This is an optimization exercise on Yosys and OpenROAD, whose aim is small area, a short achievable clock period and few clock cycles, not a production implementation.
Only simulation tests tie the RTL to the original design; equivalence was not proved.
Power and IR drop assume default switching activity.

Setup of run 1:
// qsim_top
module qsim_top #(
  parameter int MAX_QUBITS = 3,
  parameter int MAX_GATES  = 4
) (
  input  logic              clk,
  input  logic              reset_n,
  input  logic              dut_valid,
  output logic              dut_ready,
  output logic [7:0]        state_in_addr,
  input  logic [31:0]       state_in_data,    
  output logic [7:0]        gate_addr,
  input  logic [31:0]       gate_data,        
  output logic              state_out_en,
  output logic [7:0]        state_out_addr,
  output logic [31:0]       state_out_data    
);
Size in the first run: ~4,700 cells after synthesis, roughly 130 I/O pins, roughly 47,000 um2 of cells after synthesis.
clock: 11.0 ns
lec_check: 0
abc_area: 1
cap_margin: 20
core_margin: 2
core_utilization: 40
cts_buf_list: sky130_fd_sc_hd__clkbuf_16
cts_cluster_diameter: 70
cts_cluster_size: 30
slew_margin: 20
standard.sh (not shown) runs the stock make flow with config.mk's settings and CLKGATE_MAP_FILE= SYNTH_SCRIPT=/design/flow/synth_recipe.tcl, a recipe that flattens the netlist after the stock synthesis.
==> flow/flow/run.sh <==
#!/bin/bash
# The standard layout with three changes to how it is made (the SDC, the
# standard synthesis and its registers are unchanged):
#  - after synthesis, fapol.py removes inverters between full adders by
#    flipping adders (a full adder is self-dual) and swapping xor/xnor,
#    chosen by a greedy pass and then simulated annealing;
#  - repair_timing aims at a setup margin below the design's period;
#  - every port still gets its buffer, but a plain buf_4 instead of the
#    delay cell buffer_ports picks by default.
set -euo pipefail
R=orfs/results/sky130hd/qsim_top/base
bash standard.sh synth > flow_synth.log 2>&1
python3 flow/fapol.py $R/1_2_yosys.v $R/1_2_yosys.fapol.v > flow_fapol.log 2>&1
cp $R/1_2_yosys.v $R/1_2_yosys.orig.v
cp $R/1_2_yosys.fapol.v $R/1_2_yosys.v
rm -f $R/1_synth.odb $R/1_synth.sdc
bash standard.sh SETUP_SLACK_MARGIN=7.35 "BUFFER_PORTS_ARGS=-buffer_cell sky130_fd_sc_hd__buf_4" finish > flow_make.log 2>&1
Other scripts of this flow, unchanged in this note and not shown: flow/flow/fapol.py
Run 1 has completed all stages; timing, DRC and antenna checks passed.
Testbench counts of run 1, summed over its fixed seeds: cycles 46,660.
The following lists how run 2 was set up differently from run 1:
diff --git a/flow/flow/run.sh b/flow/flow/run.sh
--- a/flow/flow/run.sh
+++ b/flow/flow/run.sh
@@ -15,3 +15,3 @@
 cp $R/1_2_yosys.fapol.v $R/1_2_yosys.v
 rm -f $R/1_synth.odb $R/1_synth.sdc
-bash standard.sh SETUP_SLACK_MARGIN=7.35 "BUFFER_PORTS_ARGS=-buffer_cell sky130_fd_sc_hd__buf_4" finish > flow_make.log 2>&1
+bash standard.sh SETUP_SLACK_MARGIN=7.15 "BUFFER_PORTS_ARGS=-buffer_cell sky130_fd_sc_hd__buf_4" finish > flow_make.log 2>&1
Notes after the runs:
- In summary, run 2 completed successfully, with a layout that passed the timing, DRC and antenna checks.
- Higher wire length among run 1 and run 2: run 1
- Run 2 ended up with a lower worst IR drop on VDD than run 1 did.
- Areal power density over the cells went up by a few percent going from run 1 to run 2.
- Startpoint of the worst setup timing path: u_engine.neg_b[4]$_DFF_P_ -> run 2, u_engine.op_n[15]$_DFFE_PP_ -> run 1
Relative to run 2, the following input files were edited for run 3:
diff --git a/flow/flow/run.sh b/flow/flow/run.sh
--- a/flow/flow/run.sh
+++ b/flow/flow/run.sh
@@ -6,5 +6,5 @@
 #    chosen by a greedy pass and then simulated annealing;
 #  - repair_timing aims at a setup margin below the design's period;
-#  - every port still gets its buffer, but a plain buf_4 instead of the
+#  - every port still gets its buffer, but a plain buf_2 instead of the
 #    delay cell buffer_ports picks by default.
 set -euo pipefail
@@ -15,3 +15,3 @@
 cp $R/1_2_yosys.fapol.v $R/1_2_yosys.v
 rm -f $R/1_synth.odb $R/1_synth.sdc
-bash standard.sh SETUP_SLACK_MARGIN=7.15 "BUFFER_PORTS_ARGS=-buffer_cell sky130_fd_sc_hd__buf_4" finish > flow_make.log 2>&1
+bash standard.sh SETUP_SLACK_MARGIN=7.15 "BUFFER_PORTS_ARGS=-buffer_cell sky130_fd_sc_hd__buf_2" finish > flow_make.log 2>&1
diff --git a/flow/config.mk b/flow/config.mk
--- a/flow/config.mk
+++ b/flow/config.mk
@@ -9,5 +9,5 @@
 export CAP_MARGIN = 20
 export CORE_MARGIN = 2
-export CORE_UTILIZATION = 40
+export CORE_UTILIZATION = 45
 export CTS_BUF_LIST = sky130_fd_sc_hd__clkbuf_16
 export CTS_CLUSTER_DIAMETER = 70
Findings:
| number of global-route vias before repair | lower: run 3 |. Compared with run 2, area of the die in run 3 decreased by more than 10%. In the metrics for run 3 and run 2, the one carrying the lower data arrival time of the critical path is run 2. Between run 2 and run 3, the combinational fraction of design power figures differ only marginally. Against run 2, run 3 reports a number of rows in the core area that is lower. A worst-path cell with the longest stage delay of sky130_fd_sc_hd__dfxtp_1 is what run 2 shows, while sky130_fd_sc_hd__fa_1 belongs to run 3. Status: post-route cell area parity (run 3, run 2). Die extent in x, run 3 and run 2: smaller value in run 3. Sort run 3 and run 2 by overall die height desc -> top: run 2. ~same part of the cycle the worst path needs in run 3 and run 2. Compared to run 2, run 3 shows a narrower setup margin.
diff inputs: run 3 => run 4
==> flow/flow/run.sh <==
#!/bin/bash
# The standard layout with two changes to how it is made (the SDC, the
# standard synthesis and its registers are unchanged):
#  - after synthesis, fapol.py removes inverters between full adders by
#    flipping adders (a full adder is self-dual) and swapping xor/xnor,
#    chosen by a greedy pass and then simulated annealing;
#  - repair_timing aims at a setup margin below the design's period.
set -euo pipefail
R=orfs/results/sky130hd/qsim_top/base
bash standard.sh synth > flow_synth.log 2>&1
python3 flow/fapol.py $R/1_2_yosys.v $R/1_2_yosys.fapol.v > flow_fapol.log 2>&1
cp $R/1_2_yosys.v $R/1_2_yosys.orig.v
cp $R/1_2_yosys.fapol.v $R/1_2_yosys.v
rm -f $R/1_synth.odb $R/1_synth.sdc
bash standard.sh SETUP_SLACK_MARGIN=7 finish > flow_make.log 2>&1
diff --git a/flow/config.mk b/flow/config.mk
--- a/flow/config.mk
+++ b/flow/config.mk
@@ -9,5 +9,5 @@
 export CAP_MARGIN = 20
 export CORE_MARGIN = 2
-export CORE_UTILIZATION = 45
+export CORE_UTILIZATION = 40
 export CTS_BUF_LIST = sky130_fd_sc_hd__clkbuf_16
 export CTS_CLUSTER_DIAMETER = 70
[summary]
Higher delay of the slowest critical-path stage among run 4 and run 3: run 4
The worst-case clock skew of run 4 and that of run 3 are within noise of each other.
Against run 3, clock power in run 4 rose by a few percent.
Between run 3 and run 4, number of H-tree levels increased.
As of run 4, y dimension of the die had risen by a few percent compared to run 3.
Run 4 vs run 3 on total placed cells including tap cells: run 4 is the higher one.
The fraction of the core area covered by cells at the end of the flow of run 4 falls short of that of run 3 by 5.3 points.
Between run 4 and run 3, the overall routed net length is higher for run 4.
Fmax: run 4 lower than run 3
Signed area change from the synthesized netlist to the final layout for run 4: 0.64 points up relative to run 3
What run 5 does differently from run 4 at the input level:
==> flow/flow/run.sh <==
#!/bin/bash
# The standard layout with three changes to how it is made (the SDC, the
# standard synthesis and its registers are unchanged):
#  - after synthesis, fapol.py removes inverters between full adders by
#    flipping adders (a full adder is self-dual) and swapping xor/xnor,
#    chosen by a greedy pass and then simulated annealing;
#  - repair_timing aims at a setup margin below the design's period;
#  - every port still gets its buffer, but a plain buf_2 instead of the
#    delay cell buffer_ports picks by default.
set -euo pipefail
R=orfs/results/sky130hd/qsim_top/base
bash standard.sh synth > flow_synth.log 2>&1
python3 flow/fapol.py $R/1_2_yosys.v $R/1_2_yosys.fapol.v > flow_fapol.log 2>&1
cp $R/1_2_yosys.v $R/1_2_yosys.orig.v
cp $R/1_2_yosys.fapol.v $R/1_2_yosys.v
rm -f $R/1_synth.odb $R/1_synth.sdc
bash standard.sh SETUP_SLACK_MARGIN=7.15 "BUFFER_PORTS_ARGS=-buffer_cell sky130_fd_sc_hd__buf_2" finish > flow_make.log 2>&1
### Flow results
- Setup slack in run 5 vs run 4: up 0.12 ns
- Largest stage delay on the critical path: run 5 vs run 4 down 0.07 ns
- Run 5 -> run 4: clock input transition at the sequential cells of the worst setup and hold paths flat
- The capture point of the worst path comes out u_engine.q1_re[16]$_DFF_P_ in one run and u_engine.q1_re[15]$_DFF_P_ in the other, namely in run 5 and run 4 respectively.
- From run 5 to run 4, die footprint did not move at all.
- Run 5 vs run 4: design area down slightly

---

Another version of the RTL of qsim_top (not shown whole).
Size in the first run: about 4800 cells after synthesis, about 130 I/O pins.
clock: 11.0 ns
lec_check: 0
abc_area: 1
cap_margin: 5
core_margin: 2
core_utilization: 40
cts_buf_list: sky130_fd_sc_hd__clkbuf_16
cts_cluster_diameter: 70
cts_cluster_size: 30
slew_margin: 5
==> flow/flow/run.sh <==
#!/bin/bash
# The standard layout with two changes to how it is made (the SDC, the
# standard synthesis and its registers are unchanged):
#  - after synthesis, fapol.py removes inverters between full adders by
#    flipping adders (a full adder is self-dual) and swapping xor/xnor;
#  - repair_timing aims at a setup margin below the design's period.
set -euo pipefail
R=orfs/results/sky130hd/qsim_top/base
bash standard.sh synth > flow_synth.log 2>&1
python3 flow/fapol.py $R/1_2_yosys.v $R/1_2_yosys.fapol.v > flow_fapol.log 2>&1
cp $R/1_2_yosys.v $R/1_2_yosys.orig.v
cp $R/1_2_yosys.fapol.v $R/1_2_yosys.v
rm -f $R/1_synth.odb $R/1_synth.sdc
bash standard.sh SETUP_SLACK_MARGIN=7 finish > flow_make.log 2>&1
==> flow/flow/fapol.py <==
#!/usr/bin/env python3
"""Remove inverters around full adders in a mapped sky130hd netlist.

A full adder is self-dual: complementing its three inputs complements both
outputs. Each fa cell (and each xor2/xnor2, by swapping the two) may be
flipped; the pass chooses flips that need the fewest inverters, then
rewrites the netlist with one inverter per signal whose complement is
still used. Registers, ports and every other cell are left as they are.
usage: fapol.py in.v out.v"""
import re, sys, random

src = open(sys.argv[1]).read()
cell_re = re.compile(r'^  (sky130_fd_sc_hd__\w+) (\S+)\s+\((.*?)\n  \);\n', re.S | re.M)
pin_re = re.compile(r'\.(\w+)\(([^()]*)\)')

cells = []
for m in cell_re.finditer(src):
    typ, name, body = m.group(1), m.group(2), m.group(3)
    pins = [(p, n.strip()) for p, n in pin_re.findall(body)]
    cells.append({'typ': typ, 'name': name, 'pins': pins, 'span': m.span()})

OUTPINS = {'X', 'Y', 'Q', 'Q_N', 'COUT', 'SUM', 'HI', 'LO'}
def is_inv(c): return re.match(r'sky130_fd_sc_hd__(clk)?inv_\d+$', c['typ'])
def is_fa(c): return c['typ'].startswith('sky130_fd_sc_hd__fa_')
def is_xor(c): return re.match(r'sky130_fd_sc_hd__x(n)?or2_\d+$', c['typ'])

# module ports
hdr = src[:src.index(');') + 2]
portnames = set()
for m in re.finditer(r'^\s*(input|output|inout)\s+(\[[^\]]*\]\s*)?(\S+?);', src, re.M):
    portnames.add(m.group(3))
def is_port(net):
    base = net.split('[')[0].strip()
    return base in portnames or net in portnames

driver = {}
for c in cells:
    for p, n in c['pins']:
        if p in OUTPINS:
            driver[n] = (c, p)

# inverters that may be collapsed: output not a port
inv_of = {}
for c in cells:
    if is_inv(c):
        d = dict(c['pins'])
        if not is_port(d['Y']) and d['A'] and not d['A'].startswith("1'"):
            inv_of[d['Y']] = d['A']

def base(net):
    p = 0
    seen = 0
    while net in inv_of and seen < 50:
        net = inv_of[net]; p ^= 1; seen += 1
    return net, p

flip_cells = [c for c in cells if is_fa(c) or is_xor(c)]
for c in flip_cells: c['f'] = 0
# driver cell of each base net that can flip
def drv_flip(b):
    d = driver.get(b)
    if d and 'f' in d[0]:
        return d[0]
    return None

# loads: list of (cell, pin, base, pol); skip collapsed inverters
loads = {}
kept = [c for c in cells if not (is_inv(c) and dict(c['pins'])['Y'] in inv_of)]
for c in kept:
    for p, n in c['pins']:
        if p in OUTPINS: continue
        if not n or n.startswith("1'") : continue
        b, pol = base(n)
        loads.setdefault(b, []).append((c, p, pol))
# ports driven by nets (output ports are loads too): handled via inverters kept.
# also nets that are output ports directly and driven by a collapsed inverter can't occur.

def need(b, c, pin, pol):
    """1 if this load needs the complement of b's physical value."""
    if is_xor(c):
        return 0
    d = drv_flip(b)
    fd = d['f'] if d else 0
    g = c['f'] if (is_fa(c) and 'f' in c) else 0
    return fd ^ pol ^ g

def cost_of(b):
    for c, pin, pol in loads.get(b, []):
        if need(b, c, pin, pol):
            return 1
    return 0

# bases touched by a flip of cell c
def touched(c):
    s = set()
    for p, n in c['pins']:
        if p in OUTPINS:
            s.add(n)
        elif is_fa(c) and n and not n.startswith("1'"):
            s.add(base(n)[0])
    return s

allb = set(loads)
total = sum(cost_of(b) for b in allb)
pass
improved = True
rounds = 0
while improved and rounds < 30:
    improved = False
    rounds += 1
    order = list(flip_cells)
    random.Random(rounds).shuffle(order)
    for c in order:
        t = touched(c)
        before = sum(cost_of(b) for b in t)
        c['f'] ^= 1
        after = sum(cost_of(b) for b in t)
        if after < before:
            total += after - before
            improved = True
        else:
            c['f'] ^= 1
pass

# rewrite
newinv = {}
def comp(b):
    if b not in newinv:
        newinv[b] = f"_fapol_{len(newinv)}_"
    return newinv[b]

out_cells = {}
for c in kept:
    typ = c['typ']
    if is_xor(c):
        par = c['f']
        for p, n in c['pins']:
            if p in OUTPINS or not n or n.startswith("1'"):
                continue
            b, pol = base(n)
            d = drv_flip(b)
            par ^= pol ^ (d['f'] if d else 0)
        if par:
            typ = typ.replace('xnor2', 'XOR2').replace('xor2', 'xnor2').replace('XOR2', 'xor2')
    pins = []
    for p, n in c['pins']:
        if p in OUTPINS or not n or n.startswith("1'"):
            pins.append((p, n)); continue
        b, pol = base(n)
        pins.append((p, comp(b) if need(b, c, p, pol) else b))
    if typ != c['typ']:
        ren = {'X': 'Y'} if 'xnor2' in typ else {'Y': 'X'}
        pins = [(ren.get(p, p), n) for p, n in pins]
    out_cells[id(c)] = (typ, pins)

def fmt(typ, name, pins):
    s = f"  {typ} {name}{' ' if name.startswith(chr(92)) else ''} (\n"
    s += ",\n".join(f"    .{p}({n}{' ' if n.startswith(chr(92)) else ''})" for p, n in pins)
    return s + "\n  );\n"

parts = []
pos = 0
for c in cells:
    a, e = c['span']
    parts.append(src[pos:a])
    if id(c) in out_cells:
        typ, pins = out_cells[id(c)]
        parts.append(fmt(typ, c['name'], pins))
    pos = e
tail = src[pos:]
body = "".join(parts)
# declare new wires and add inverters before endmodule
decl = "".join(f"  wire {w};\n" for w in newinv.values())
invs = "".join(fmt("sky130_fd_sc_hd__inv_1", f"_fapolinv_{i}_", [("A", b), ("Y", w)]) for i, (b, w) in enumerate(newinv.items()))
i = body.index(");\n") + 3   # after module header
body = body[:i] + decl + body[i:]
tail = tail.replace("endmodule", invs + "endmodule", 1)
open(sys.argv[2], "w").write(body + tail)
print("inverters after:", sum(1 for c in kept if is_inv(c)) + len(newinv), file=sys.stderr)
bad = [c['name'] for c in flip_cells if any(p in OUTPINS and is_port(n) for p, n in c['pins'])]
print("flippable driving ports:", bad[:5], file=sys.stderr)
nl = [c for c in cells if not any(p in OUTPINS for p,_ in c['pins'])]
print("cells without outputs:", len(nl), set(c['typ'] for c in nl), file=sys.stderr)
The baseline finished with timing, DRC and antenna clean.
Testbench counts at the start, summed over its fixed seeds: cycles 46,660.
Edit:
--- a/flow/flow/run.sh
+++ b/flow/flow/run.sh
@@ -3,5 +3,6 @@
 # standard synthesis and its registers are unchanged):
 #  - after synthesis, fapol.py removes inverters between full adders by
-#    flipping adders (a full adder is self-dual) and swapping xor/xnor;
+#    flipping adders (a full adder is self-dual) and swapping xor/xnor,
+#    chosen by a greedy pass and then simulated annealing;
 #  - repair_timing aims at a setup margin below the design's period.
 set -euo pipefail
@@ -12,3 +13,3 @@
 cp $R/1_2_yosys.fapol.v $R/1_2_yosys.v
 rm -f $R/1_synth.odb $R/1_synth.sdc
-bash standard.sh SETUP_SLACK_MARGIN=7 finish > flow_make.log 2>&1
+bash standard.sh SETUP_SLACK_MARGIN=7.15 finish > flow_make.log 2>&1
--- a/flow/flow/fapol.py
+++ b/flow/flow/fapol.py
@@ -121,4 +121,29 @@
         else:
             c['f'] ^= 1
+pass
+# simulated annealing from the greedy result; keep the best assignment seen
+import math
+rng = random.Random(12345)
+best = total
+best_f = [c['f'] for c in flip_cells]
+T0, T1, steps = 1.5, 0.05, 300000
+tcache = {id(c): touched(c) for c in flip_cells}
+for k in range(steps):
+    T = T0 * (T1 / T0) ** (k / steps)
+    c = flip_cells[rng.randrange(len(flip_cells))]
+    t = tcache[id(c)]
+    before = sum(cost_of(b) for b in t)
+    c['f'] ^= 1
+    after = sum(cost_of(b) for b in t)
+    dlt = after - before
+    if dlt <= 0 or rng.random() < math.exp(-dlt / T):
+        total += dlt
+        if total < best:
+            best = total
+            best_f = [x['f'] for x in flip_cells]
+    else:
+        c['f'] ^= 1
+for x, f in zip(flip_cells, best_f):
+    x['f'] = f
 pass
 
CAP_MARGIN = 20   (was 5)
SLEW_MARGIN = 20   (was 5)
After rerunning: Routed wire length came out lower by a few percent. Setup slack gains 150 ps. Cell area barely changes. Core utilization rises by 0.63 points. First-iteration DRC count grows slightly. Non-clock buffer count climbs by 18. Power fell slightly.
Edit:
==> flow/flow/run.sh (replaced) <==
#!/bin/bash
# The standard layout with two changes to how it is made (the SDC, the
# standard synthesis and its registers are unchanged):
#  - after synthesis, fapol.py removes inverters between full adders by
#    flipping adders (a full adder is self-dual) and swapping xor/xnor;
#  - repair_timing aims at a setup margin below the design's period.
set -euo pipefail
R=orfs/results/sky130hd/qsim_top/base
bash standard.sh synth > flow_synth.log 2>&1
python3 flow/fapol.py $R/1_2_yosys.v $R/1_2_yosys.fapol.v > flow_fapol.log 2>&1
cp $R/1_2_yosys.v $R/1_2_yosys.orig.v
cp $R/1_2_yosys.fapol.v $R/1_2_yosys.v
rm -f $R/1_synth.odb $R/1_synth.sdc
bash standard.sh SETUP_SLACK_MARGIN=7 finish > flow_make.log 2>&1
--- a/flow/flow/fapol.py
+++ b/flow/flow/fapol.py
@@ -122,29 +122,4 @@
             c['f'] ^= 1
 pass
-# simulated annealing from the greedy result; keep the best assignment seen
-import math
-rng = random.Random(12345)
-best = total
-best_f = [c['f'] for c in flip_cells]
-T0, T1, steps = 1.5, 0.05, 300000
-tcache = {id(c): touched(c) for c in flip_cells}
-for k in range(steps):
-    T = T0 * (T1 / T0) ** (k / steps)
-    c = flip_cells[rng.randrange(len(flip_cells))]
-    t = tcache[id(c)]
-    before = sum(cost_of(b) for b in t)
-    c['f'] ^= 1
-    after = sum(cost_of(b) for b in t)
-    dlt = after - before
-    if dlt <= 0 or rng.random() < math.exp(-dlt / T):
-        total += dlt
-        if total < best:
-            best = total
-            best_f = [x['f'] for x in flip_cells]
-    else:
-        c['f'] ^= 1
-for x, f in zip(flip_cells, best_f):
-    x['f'] = f
-pass
 
 # rewrite
CTS_CLUSTER_DIAMETER = 100   (was 70)
CTS_CLUSTER_SIZE = 25   (was 30)
Non-clock buffer count decreases by 19.
Power decreases by 2.4%.
Setup slack degrades by 130 ps.

-- re-timing with driven ports --
No port has a modelled driver above. Below, the same layouts with a new extraction and two added sets of constraints.
Step 1: set_driving_cell puts a clkbuf_16 on clk and a buf_2 on each other input, an assumption about the parent block.
Step 2 adds t to the input delays and takes it off the output delays; t is the mean of the earliest and latest rising clock arrival at the registers after step 1. Input paths then give back, and output paths get back, about the clock's delay inside the block.
a / b / c = ideal / step 1 / step 2; a / b = the first two.
run | t, ns | setup WS [ns] | clock arrival spread, ns
run 1 | 0.775 | 7.267 / 7.267 / 6.872 | 0.077 / 0.077
run 2 | 0.764 | 7.210 / 7.210 / 6.920 | 0.070 / 0.070
run 3 | 0.770 | 7.198 / 7.198 / 6.867 | 0.082 / 0.082
run 4 | 0.748 | 7.064 / 7.064 / 6.808 | 0.081 / 0.081
run 5 | 0.778 | 7.180 / 7.180 / 6.973 | 0.084 / 0.084
the first run of note 2 | 0.765 | 7.044 / 7.001 / 6.923 | 0.057 / 0.058
the second run of note 2 | 0.795 | 7.193 / 7.117 / 6.855 | 0.067 / 0.067
the third run of note 2 | 0.752 | 7.062 / 7.016 / 6.916 | 0.039 / 0.039
After both steps setup and hold are still met in every run listed. For run 1, which loses most, drivers alone change the setup slack by 0.000 ns; drivers and shift together by -0.395 ns.
